What follows belongs to an exercise in optimizing a design on an open flow for small area, a short achievable clock period and few clock cycles per item; a production flow would make more cautious choices. The RTL was checked by simulation tests, not by an equivalence proof against the original design.

===== flow/config.mk =====
export PLATFORM = sky130hd
export DESIGN_NAME = queenSolver
export DESIGN_NICKNAME = queenSolver
export VERILOG_FILES = /design/flow/design.v
export SDC_FILE = /design/flow/constraint.sdc
export NUM_CORES = 4
export LEC_CHECK = 0
export CAP_MARGIN = 20
export CORE_MARGIN = 2
export CORE_UTILIZATION = 40
export SLEW_MARGIN = 20

===== flow/constraint.sdc =====
create_clock -name core_clock -period 9.0 [get_ports {clk}]
set_input_delay 1.8000 -clock core_clock [delete_from_list [all_inputs] [get_ports {clk}]]
set_output_delay 1.8000 -clock core_clock [all_outputs]
set_load 0.01 [all_outputs]

===== flow/design.v =====
`default_nettype none
package queenPkg;
	localparam int BoardSize = 12;
	typedef logic [3:0] coordT;
	typedef logic [BoardSize-1:0] maskT;
	typedef logic [2*BoardSize-2:0] diagT;
	typedef logic [3:0] stackDepthT;
	typedef enum logic [2:0] {
		sIdle,
		sLoad,
		sSearch,
		sBack,
		sOut
	} solverStateT;
	typedef enum logic [2:0] {
		opHold,
		opClear,
		opLoad,
		opPlace,
		opRemove
	} boardOpT;
endpackage
`default_nettype wire
`default_nettype none
module solverFsm (
	input  wire logic             clk,
	input  wire logic             rst_n,
	input  wire logic             inValid,
	input  wire logic             candFound,
	input  wire logic             colFull,
	input  wire logic             stackEmpty,
	input  wire logic             seqDone,
	output queenPkg::boardOpT     boardOp,
	output logic                  seqStart
);
	queenPkg::solverStateT state;
	queenPkg::solverStateT nextState;
	always_ff @(posedge clk or negedge rst_n) begin
		if (!rst_n) begin
			state <= queenPkg::sIdle;
		end else begin
			state <= nextState;
		end
	end
	always_comb begin
		nextState = state;
		boardOp = queenPkg::opHold;
		seqStart = 1'b0;
		case (state)
			queenPkg::sIdle: begin
				if (inValid) begin
					boardOp = queenPkg::opLoad;
					nextState = queenPkg::sLoad;
				end else begin
					boardOp = queenPkg::opClear;
				end
			end
			queenPkg::sLoad: begin
				if (inValid) begin
					boardOp = queenPkg::opLoad;
				end else begin
					nextState = queenPkg::sSearch;
				end
			end
			queenPkg::sSearch: begin
				if (colFull) begin
					seqStart = 1'b1;
					nextState = queenPkg::sOut;
				end else if (candFound) begin
					boardOp = queenPkg::opPlace;
				end else begin
					nextState = queenPkg::sBack;
				end
			end
			queenPkg::sBack: begin
				boardOp = queenPkg::opRemove;
				nextState = queenPkg::sSearch;
			end
			queenPkg::sOut: begin
				if (seqDone) begin
					boardOp = queenPkg::opClear;
					nextState = queenPkg::sIdle;
				end
			end
			default: begin
				nextState = queenPkg::sIdle;
			end
		endcase
	end
endmodule
`default_nettype wire
`default_nettype none
module queenBoard (
	input  wire logic              clk,
	input  wire logic              rst_n,
	input  wire queenPkg::boardOpT boardOp,
	input  wire queenPkg::coordT   row,
	input  wire queenPkg::coordT   col,
	input  wire queenPkg::coordT   topRow,
	input  wire queenPkg::coordT   topCol,
	input  wire queenPkg::coordT   outCol,
	output logic                   candFound,
	output logic                   colFull,
	output queenPkg::coordT        candRow,
	output queenPkg::coordT        candCol,
	output queenPkg::coordT        outRow
);
	queenPkg::maskT grid [queenPkg::BoardSize];
	queenPkg::coordT lowBound;
	queenPkg::maskT rowAtk;
	queenPkg::maskT colAtk;
	queenPkg::diagT riseAtk;
	queenPkg::diagT fallAtk;
	queenPkg::maskT freeRows;
	always_ff @(posedge clk or negedge rst_n) begin
		if (!rst_n) begin
			for (int r = 0; r < queenPkg::BoardSize; r++) begin
				grid[r] <= '0;
			end
			lowBound <= '0;
		end else begin
			case (boardOp)
				queenPkg::opClear: begin
					for (int r = 0; r < queenPkg::BoardSize; r++) begin
						grid[r] <= '0;
					end
					lowBound <= '0;
				end
				queenPkg::opLoad: begin
					grid[row][col] <= 1'b1;
				end
				queenPkg::opPlace: begin
					grid[candRow][candCol] <= 1'b1;
					lowBound <= '0;
				end
				queenPkg::opRemove: begin
					grid[topRow][topCol] <= 1'b0;
					lowBound <= topRow + queenPkg::coordT'(1);
				end
				default: begin
				end
			endcase
		end
	end
	always_comb begin
		rowAtk = '0;
		colAtk = '0;
		riseAtk = '0;
		fallAtk = '0;
		for (int r = 0; r < queenPkg::BoardSize; r++) begin
			for (int c = 0; c < queenPkg::BoardSize; c++) begin
				rowAtk[r] = rowAtk[r] | grid[r][c];
				colAtk[c] = colAtk[c] | grid[r][c];
				riseAtk[r + c] = riseAtk[r + c] | grid[r][c];
				fallAtk[r - c + queenPkg::BoardSize - 1] = fallAtk[r - c + queenPkg::BoardSize - 1] | grid[r][c];
			end
		end
	end
	assign colFull = &colAtk;
	always_comb begin
		candCol = '0;
		for (int c = queenPkg::BoardSize - 1; c >= 0; c--) begin
			if (!colAtk[c]) begin
				candCol = queenPkg::coordT'(c);
			end
		end
	end
	queenPkg::diagT riseSh;
	queenPkg::diagT fallSh;
	assign riseSh = riseAtk >> candCol;
	assign fallSh = fallAtk << candCol;
	always_comb begin
		for (int r = 0; r < queenPkg::BoardSize; r++) begin
			freeRows[r] = !rowAtk[r] && !riseSh[r]
				&& !fallSh[r + queenPkg::BoardSize - 1]
				&& (r >= lowBound);
		end
	end
	always_comb begin
		candRow = queenPkg::coordT'(queenPkg::BoardSize);
		for (int r = queenPkg::BoardSize - 1; r >= 0; r--) begin
			if (freeRows[r]) begin
				candRow = queenPkg::coordT'(r);
			end
		end
	end
	assign candFound = |freeRows;
	always_comb begin
		outRow = '0;
		for (int r = 0; r < queenPkg::BoardSize; r++) begin
			if (grid[r][outCol]) begin
				outRow = queenPkg::coordT'(r);
			end
		end
	end
endmodule
`default_nettype wire
`default_nettype none
module placementStack (
	input  wire logic              clk,
	input  wire logic              rst_n,
	input  wire queenPkg::boardOpT boardOp,
	input  wire queenPkg::coordT   candRow,
	input  wire queenPkg::coordT   candCol,
	output queenPkg::coordT        topRow,
	output queenPkg::coordT        topCol,
	output logic                   stackEmpty
);
	queenPkg::coordT stackRow [queenPkg::BoardSize];
	queenPkg::coordT stackCol [queenPkg::BoardSize];
	queenPkg::stackDepthT level;
	queenPkg::stackDepthT topIdx;
	always_ff @(posedge clk or negedge rst_n) begin
		if (!rst_n) begin
			level <= '0;
		end else begin
			case (boardOp)
				queenPkg::opClear:  level <= '0;
				queenPkg::opPlace:  level <= level + queenPkg::stackDepthT'(1);
				queenPkg::opRemove: level <= topIdx;
				default: begin
				end
			endcase
		end
	end
	always_ff @(posedge clk) begin
		if (boardOp == queenPkg::opPlace) begin
			stackRow[level] <= candRow;
			stackCol[level] <= candCol;
		end
	end
	assign stackEmpty = (level == '0);
	assign topIdx = level - queenPkg::stackDepthT'(1);
	assign topRow = stackEmpty ? queenPkg::coordT'(queenPkg::BoardSize) : stackRow[topIdx];
	assign topCol = stackEmpty ? queenPkg::coordT'(queenPkg::BoardSize) : stackCol[topIdx];
endmodule
`default_nettype wire
`default_nettype none
module resultSequencer (
	input  wire logic            clk,
	input  wire logic            rst_n,
	input  wire logic            seqStart,
	input  wire queenPkg::coordT outRow,
	output queenPkg::coordT      outCol,
	output logic                 outValid,
	output queenPkg::coordT      out,
	output logic                 seqDone
);
	logic busy;
	logic beat;
	logic lastCol;
	assign beat = seqStart | busy;
	assign lastCol = (outCol == queenPkg::coordT'(queenPkg::BoardSize - 1));
	always_ff @(posedge clk or negedge rst_n) begin
		if (!rst_n) begin
			busy <= 1'b0;
			outCol <= '0;
			outValid <= 1'b0;
			out <= '0;
			seqDone <= 1'b0;
		end else begin
			busy <= beat && !lastCol;
			outValid <= beat;
			seqDone <= beat && lastCol;
			if (beat) begin
				out <= outRow;
			end else begin
				out <= '0;
			end
			if (beat && !lastCol) begin
				outCol <= outCol + queenPkg::coordT'(1);
			end else begin
				outCol <= '0;
			end
		end
	end
endmodule
`default_nettype wire
`default_nettype none
module queenSolver (
	input  wire logic            clk,
	input  wire logic            rst_n,
	input  wire logic            inValid,
	input  wire queenPkg::coordT row,
	input  wire queenPkg::coordT col,
	output logic                 outValid,
	output queenPkg::coordT      out
);
	queenPkg::boardOpT boardOp;
	logic seqStart;
	logic seqDone;
	logic candFound;
	logic colFull;
	logic stackEmpty;
	queenPkg::coordT candRow;
	queenPkg::coordT candCol;
	queenPkg::coordT topRow;
	queenPkg::coordT topCol;
	queenPkg::coordT outRow;
	queenPkg::coordT outCol;
	solverFsm uFsm (
		.clk        (clk),
		.rst_n      (rst_n),
		.inValid    (inValid),
		.candFound  (candFound),
		.colFull    (colFull),
		.stackEmpty (stackEmpty),
		.seqDone    (seqDone),
		.boardOp    (boardOp),
		.seqStart   (seqStart)
	);
	queenBoard uBoard (
		.clk       (clk),
		.rst_n     (rst_n),
		.boardOp   (boardOp),
		.row       (row),
		.col       (col),
		.topRow    (topRow),
		.topCol    (topCol),
		.outCol    (outCol),
		.candFound (candFound),
		.colFull   (colFull),
		.candRow   (candRow),
		.candCol   (candCol),
		.outRow    (outRow)
	);
	placementStack uStack (
		.clk        (clk),
		.rst_n      (rst_n),
		.boardOp    (boardOp),
		.candRow    (candRow),
		.candCol    (candCol),
		.topRow     (topRow),
		.topCol     (topCol),
		.stackEmpty (stackEmpty)
	);
	resultSequencer uSeq (
		.clk      (clk),
		.rst_n    (rst_n),
		.seqStart (seqStart),
		.outRow   (outRow),
		.outCol   (outCol),
		.outValid (outValid),
		.out      (out),
		.seqDone  (seqDone)
	);
endmodule
`default_nettype wire

===== flow/run.sh =====
#!/bin/bash
# synth_recipe.tcl (not shown) runs the flow's synth.tcl, then flattens the netlist and writes it again
# the make line also repeats each setting of config.mk as NAME=value (left out here)
make -C /OpenROAD-flow-scripts/flow DESIGN_CONFIG=/design/flow/config.mk WORK_HOME=/design/flow/orfs CLKGATE_MAP_FILE= SYNTH_SCRIPT=/design/flow/synth_recipe.tcl finish

==> reports/qor.txt <==
Ys async rst share -> 63.4%
Initial DRC count -> 2519
WL final -> 91800 um
Clock Latency Late Sink -> 0.58 ns
Final setup vio count -> 0
Final worst path period share -> 76.9%
Post-route ant nets -> 0
Largest net degree at the start of global routing -> 81
Total core area -> 41900 sq um
Synth Register Bits -> 262
R2r endpoint -> uBoard.grid[5][0]$_DFFE_PN0P_
Critical Path Sink Type -> flip-flop
Worst setup path class -> reg -> reg
Nets -> 1745
RR Startpoint -> uBoard.grid[7][1]$_DFFE_PN0P_
Min-delay src -> uSeq.busy$_DFF_PN0_
Residual DRC count -> 0
Top cells by area, synth -> dfrtp_1 24%, edfxtp_1 17%, mux4_2 7.3%
Crit path time final -> 6.92 ns
DR top layer -> met5
Pre-antenna DRT Iters -> 6
Yosys top cell by area -> dfrtp_1
Rows -> 75
Achievable frequency -> 0.144 GHz
Post-CTS Setup Bufs -> 0
Unrepaired setup endpoints after global routing -> false
Cts repair resizes -> 0
Max-cap viol count -> 0
Area delta synth->final -> 10.1%
Ports -> 16
Net Count, Synth -> 1759
Number of flops mapped to enable cells by yosys -> 96
Vias in the first global route -> 16196
Routability cong. -> 1.07
Ys Warns -> 5
Total negative slack -> 0 ns
Met1 WL -> 36000 um
R2r worst-path depth -> 16
Syn Area/Cell -> 9.86 sq um
Avg WL per Cell -> 40.3 um
Fin. max-slew vios -> 0
CTS Root Cell -> clkbuf_16
Top cell type's share of synthesized area -> 24.4%
Worst path required time -> 9.47 ns
Design area -> 18800 sq um
Die height -> 210 um
DP HPWL -> 67600 um
Worst Max-Slew Pin Slew -> 1.28 ns
WP data arrival -> 7.39 ns
Ys flop type -> dfrtp_1
Routed wl met2 -> 38700 um
Clock Skew -> 0.0332 ns
DP Area -> 17800 sq um
Grt total ovfl -> 0
Post-synthesis instance total -> 1728
Die width -> 210 um
Hold EP -> uSeq.out[1]$_DFF_PN0_
Port Buffers -> 15
CTS Sinks -> 262
Hold_buf cts -> 0
Max clock buf depth -> 3
CP Max Fanout -> 43
Endpoints failing hold -> 0
Outcome -> no timing/DRC/antenna violations
Worst slew margin -> 14.1%
Hold Crit Depth -> 2
Total CTS buffers -> 29
Metal3 WL -> 10500 um
CTS tree -> yes
Most frequent cells in the layout -> 164 x dfrtp_1, 125 x nor2_1, 118 x o21ai_0
Mapped cell area -> 17000 sq um
Worst Hold Class -> reg -> reg
Share of layout cells above drive strength 1 -> 13.1%
Clock-pin slew on the worst setup and hold paths -> 0.07 ns
Initial core utilization -> 40.6%
Commonest non-fill, non-tap cell in the layout -> dfrtp_1
Netlist cell types -> 96
Die ar. -> 44200 sq um
H-tree depth -> 1
Overall global routing resource usage -> 41.4%
Flop-to-flop setup slack -> 2.08 ns
First-pass GRT wire length -> 129000 um
Avg Vias per Cell -> 7.60
Worst setup SP type -> flip-flop
Sequential cell area fraction in the yosys report -> 41.3%
Initial antenna violation count -> 8
Vias -> 17317
-- final cells by class --
class,instances,area (sq um)
Inverter,43,161
Antenna cell,2,5.00
Clock inverter,16,178
Fill cell,4010,23200
Tap cell,539,674
Clock buffer,38,790
Timing Repair Buffer,61,497
Sequential cell,262,7040
Multi-Input combinational cell,1317,9410
-- logic make-up after synthesis --
| logic type | synth area share [%] |
|---|---|
| AOI/OAI and AO/OA | 23.9 |
| xor gates and xnor gates | 0.514 |
| adders and majority gates | 1.47 |
| buffers and inverters | 3.91 |
| DFF | 41.3 |
| muxes | 9.13 |
| and+or+nand+nor | 19.7 |
-- metrics by stage --
stage | utilization (%) | hold slack [ns] | instances | worst slack [ns]
4_1_cts | 44.6 | 0.571 | 2275 | 2.33
3_5_place_dp | 42.3 | 0.562 | 2221 | 2.39
3_3_place_gp | 42.3 | 0.559 | 2221 | 2.29
6_report | 44.7 | 0.577 | 2278 | 2.08
5_1_grt | 44.7 | 0.615 | 2276 | 1.87
2_1_floorplan | - | 0.486 | 1728 | 3.87
-- worst max-delay path, cell delays in order (launching register included) --
cell      delay [ns]
dfrtp_1         0.46
nor4_1          0.78
nand3_1         0.47
a21oi_4         0.43
nand4_4         0.41
nand2_2         0.19
buf_4           0.44
mux2i_1         0.52
o221ai_1        0.20
o221ai_1        0.56
o2111a_1        0.34
and4_2          0.25
buf_4           0.48
o21ai_1         0.18
buf_4           0.24
o211a_1         0.38
o221a_2         0.39
-- how the worst max path moves through the flow --
stage                                       start                        endpoint  slack (ns)  cells past startpoint
floorplan             uStack.level[0]$_DFFE_PN0P_   uBoard.grid[1][2]$_DFFE_PN0P_        3.87                     18
global placement    uBoard.grid[6][1]$_DFFE_PN0P_   uBoard.grid[3][0]$_DFFE_PN0P_        2.29                     15
detailed placement  uBoard.grid[6][1]$_DFFE_PN0P_   uBoard.grid[3][0]$_DFFE_PN0P_        2.39                     15
CTS                 uBoard.grid[6][1]$_DFFE_PN0P_   uBoard.grid[3][0]$_DFFE_PN0P_        2.33                     15
global route        uBoard.grid[7][1]$_DFFE_PN0P_  uBoard.grid[5][11]$_DFFE_PN0P_        1.87                     16
finish              uBoard.grid[7][1]$_DFFE_PN0P_   uBoard.grid[5][0]$_DFFE_PN0P_        2.08                     16
-- routing by layer --
| layer | up-vias | global-route usage [%] |
|---|---|---|
| li1 | 6911 | - |
| met5 | - | 0 |
| met1 | 8656 | 55.1 |
| met2 | 1397 | 60.3 |
| met4 | 8 | 24.3 |
| met3 | 345 | 11.5 |
-- state kept, by name, indices dropped and copies added, names as in the netlist, 3 cells and up --
signal / cells
uStack.stackCol: 48
uBoard.lowBound: 4
uBoard.grid: 144
uStack.stackRow: 48
uStack.level: 4
uFsm.state: 3
uSeq.outCol: 4
uSeq.out: 4
-- cells in the mapped netlist, types with 26 or more instances --
cell	n
mux4_2	55
nor4_1	117
nand2_1	75
dfrtp_1	166
inv_1	41
edfxtp_1	96
nand4_1	35
o31ai_1	46
and3_1	31
o21ai_1	47
mux2i_1	26
nor2_1	125
a21oi_1	106
buf_2	28
nand3_1	42
clkbuf_1	58
nor3_1	65
o21ai_0	118
Testbench counts, summed over its fixed seeds: cycles 377,707, puzzles 1,280.

afterwards: timing with drivers on the ports:
In the flow no input, the clock included, has a driving cell. The finished layout below was timed again as built, in two steps.
Step 1 sets driving cells, clkbuf_16 on the clock port and buf_2 on the other inputs (assumed; they add their load-dependent delay and slew).
Step 2 moves the port delays by t, midway between the first and last clock arrival at a register: inputs arrive t later, outputs are due t later. That takes back most of the time a late clock gives input paths.
Slacks: ideal ports / drivers / drivers and shift; pairs: ideal ports / drivers.
t (ns): 0.621
setup slack, ns: 2.080 / 2.080 / 2.080
hold WS [ns]: 0.577 / 0.577 / 0.577
worst register clock-pin slew, ns: 0.08 / 0.08
cell pins on the clock port's net: 1
After both steps this run still meets setup and hold. For this run, drivers alone change the setup slack by 0.000 ns; drivers and shift together by 0.000 ns.
